Source: an optimization exercise on an open RTL-to-GDS flow (aim: small area). Production flows keep margins and buffers that such runs may drop. Function was checked by simulation only, so behaviour that the tests miss may differ from the original. Power and IR drop assume default switching activity.

Setup of yarrow:
==> flow/design.v (excerpt) <==
module objetoNotas
(
	input wire logic clk,
	input wire logic reset,
	input wire logic [5:0] numeroNota,
	input wire logic [9:0] posicionYNotaCancion1,
	input wire logic cuente,
	input wire logic movimientoIzquierda,
	input wire logic movimientoDerecha,
	input wire logic [7:0] x,
	input wire logic [6:0] y,
	output logic [2:0] color,
	output logic notaActiva
);
export LEC_CHECK = 0
export CAP_MARGIN = 0
export CORE_MARGIN = 2
export CORE_UTILIZATION = 40
export GPL_TIMING_DRIVEN = 0
export SLEW_MARGIN = 0
export SYNTH_HIERARCHICAL = 1
create_clock -name core_clock -period 5.0 [get_ports {clk}]
standard.sh (not shown) runs the stock make flow with config.mk's settings and CLKGATE_MAP_FILE= SYNTH_SCRIPT=/design/flow/synth_recipe.tcl, a recipe that flattens the netlist after the stock synthesis.
==> flow/flow/run.sh <==
#!/bin/bash
# Standard layout, with its own clock-tree options and one extra step
# between synthesis and floorplan: every
# combinational cell that synthesis upsized goes back to its smallest drive
# strength (flow/downsize.py); the standard timing and design repair of the
# later steps upsizes or buffers again wherever it is needed.
set -euo pipefail
here=$(pwd)
bash standard.sh synth > "$here/synth.log" 2>&1
results=$(ls -d "$here"/orfs/results/*/objetoNotas/base)
platform_dir="$FLOW_HOME/platforms/$FLOW_PLATFORM"
python3 flow/downsize.py "$results/1_2_yosys.v" "$platform_dir/lib/sky130_fd_sc_hd__tt_025C_1v80.lib" > "$here/downsize.log" 2>&1
# Clock tree: larger sink clusters on clkbuf_8 and no dummy loads (the
# standard flow's H-tree balancing adds dozens of them)
export CTS_ARGS="-sink_clustering_enable -repair_clock_nets -sink_clustering_size 15 -sink_clustering_max_diameter 80 -buf_list sky130_fd_sc_hd__clkbuf_8 -dont_use_dummy_load"
# Port buffers: every input and output still gets one, as in the standard
# flow, but a plain buf_2 rather than the delay cell the flow picks by itself
export BUFFER_PORTS_ARGS="-buffer_cell sky130_fd_sc_hd__buf_2"
bash standard.sh > "$here/layout.log" 2>&1
Other scripts of this flow, unchanged in this note and not shown: flow/flow/downsize.py
#### Input delta (harbor over yarrow)
Settings: CORE_UTILIZATION: 40 -> 45.
[summary]
Clock-buffer cell count came out exactly the same in yarrow and harbor.
Sort yarrow and harbor by weighted congestion reported at the end of routability-driven placement asc -> top: yarrow
harbor vs yarrow: number of well taps down by more than 10%
Taking yarrow as the reference, in harbor total I/O pin count barely changed, worst setup slack after layout has increased.
Going from yarrow to harbor, the share of total power in sequential cells was found to have gone up by 0.6 points.
Modified inputs, violet compared to harbor
Settings: CORE_UTILIZATION: 45 -> 40; SLEW_MARGIN: 0 -> 5; CAP_MARGIN: 0 -> 5.
Results
- Every stage of the flow completed for violet, and the final layout passed the timing, DRC and antenna checks.
- Compared with harbor, in violet multi-input logic area held; total die area went up about 12%; routed via count went up about 1.4%; logic gate share of total power went up 1.6 points.
- In violet, total placed cells including tap cells is higher than in harbor.
- The setup slack of violet is lower than that of harbor.
For ember, these inputs were changed with respect to violet:
Settings: SLEW_MARGIN: 5 -> 0; CAP_MARGIN: 5 -> 0.
-- flow/flow/run.sh --
<<< violet, line 17
# flow, but a plain buf_2 rather than the delay cell the flow picks by itself
export BUFFER_PORTS_ARGS="-buffer_cell sky130_fd_sc_hd__buf_2"
>>> ember, line 17
# flow, but a plain buf_1 rather than the delay cell the flow picks by itself
export BUFFER_PORTS_ARGS="-buffer_cell sky130_fd_sc_hd__buf_1"
==> comparison <==
- Against violet, ember comes in 0.38% lower on total placed cells including tap cells.
- Across both runs, final cell count was lower for ember than for violet.
- The vias after detailed routing number comes out higher for violet vs ember.
- Taking violet as the reference point, the fraction of layout instances using a drive strength above 1 of ember falls by 2.7 points.
- Going from violet to ember, power now sits lower; buffer depth of the longest clock path now sits at about the same level; final period demand of the worst path now sits lower; register-to-register slack now sits higher.
- Against violet, ember comes in 0.92% lower on worst supply voltage drop on vdd.
- Against violet, ember comes in 0.9 points lower on share of power burned in combinational logic.

==> separate check: timing with driven ports <==
The flow's constraints put no driver on any port. The routed layouts listed below were extracted and timed again, unchanged, in two steps. Step 1 assumes that a clkbuf_16 drives the clock port and a buf_2 every other input. Step 2, shift: input delay + t, output delay - t, t = (earliest + latest rising clock arrival at the registers) / 2. This alone moves slack from input paths to output paths. a / b / c = ideal / step 1 / step 2; a / b = the first two.
run | shift t [ns] | setup WS [ns] | latest minus earliest clock arrival (ns) | worst register clock-pin slew, ns | pins driven straight from the clock port
yarrow | 0.696 | 0.243 / 0.243 / -0.316 | 0.015 / 0.015 | 0.10 / 0.10 | 1
harbor | 0.678 | 0.342 / 0.342 / -0.179 | 0.018 / 0.018 | 0.11 / 0.11 | 1
violet | 0.678 | 0.164 / 0.164 / -0.402 | 0.023 / 0.023 | 0.10 / 0.10 | 1
ember | 0.655 | 0.299 / 0.299 / -0.262 | 0.050 / 0.050 | 0.11 / 0.11 | 1
With both steps, setup timing fails in every run listed, where it was met with ideal ports. For violet, which loses most, drivers alone change the setup slack by 0.000 ns; drivers and shift together by -0.566 ns.
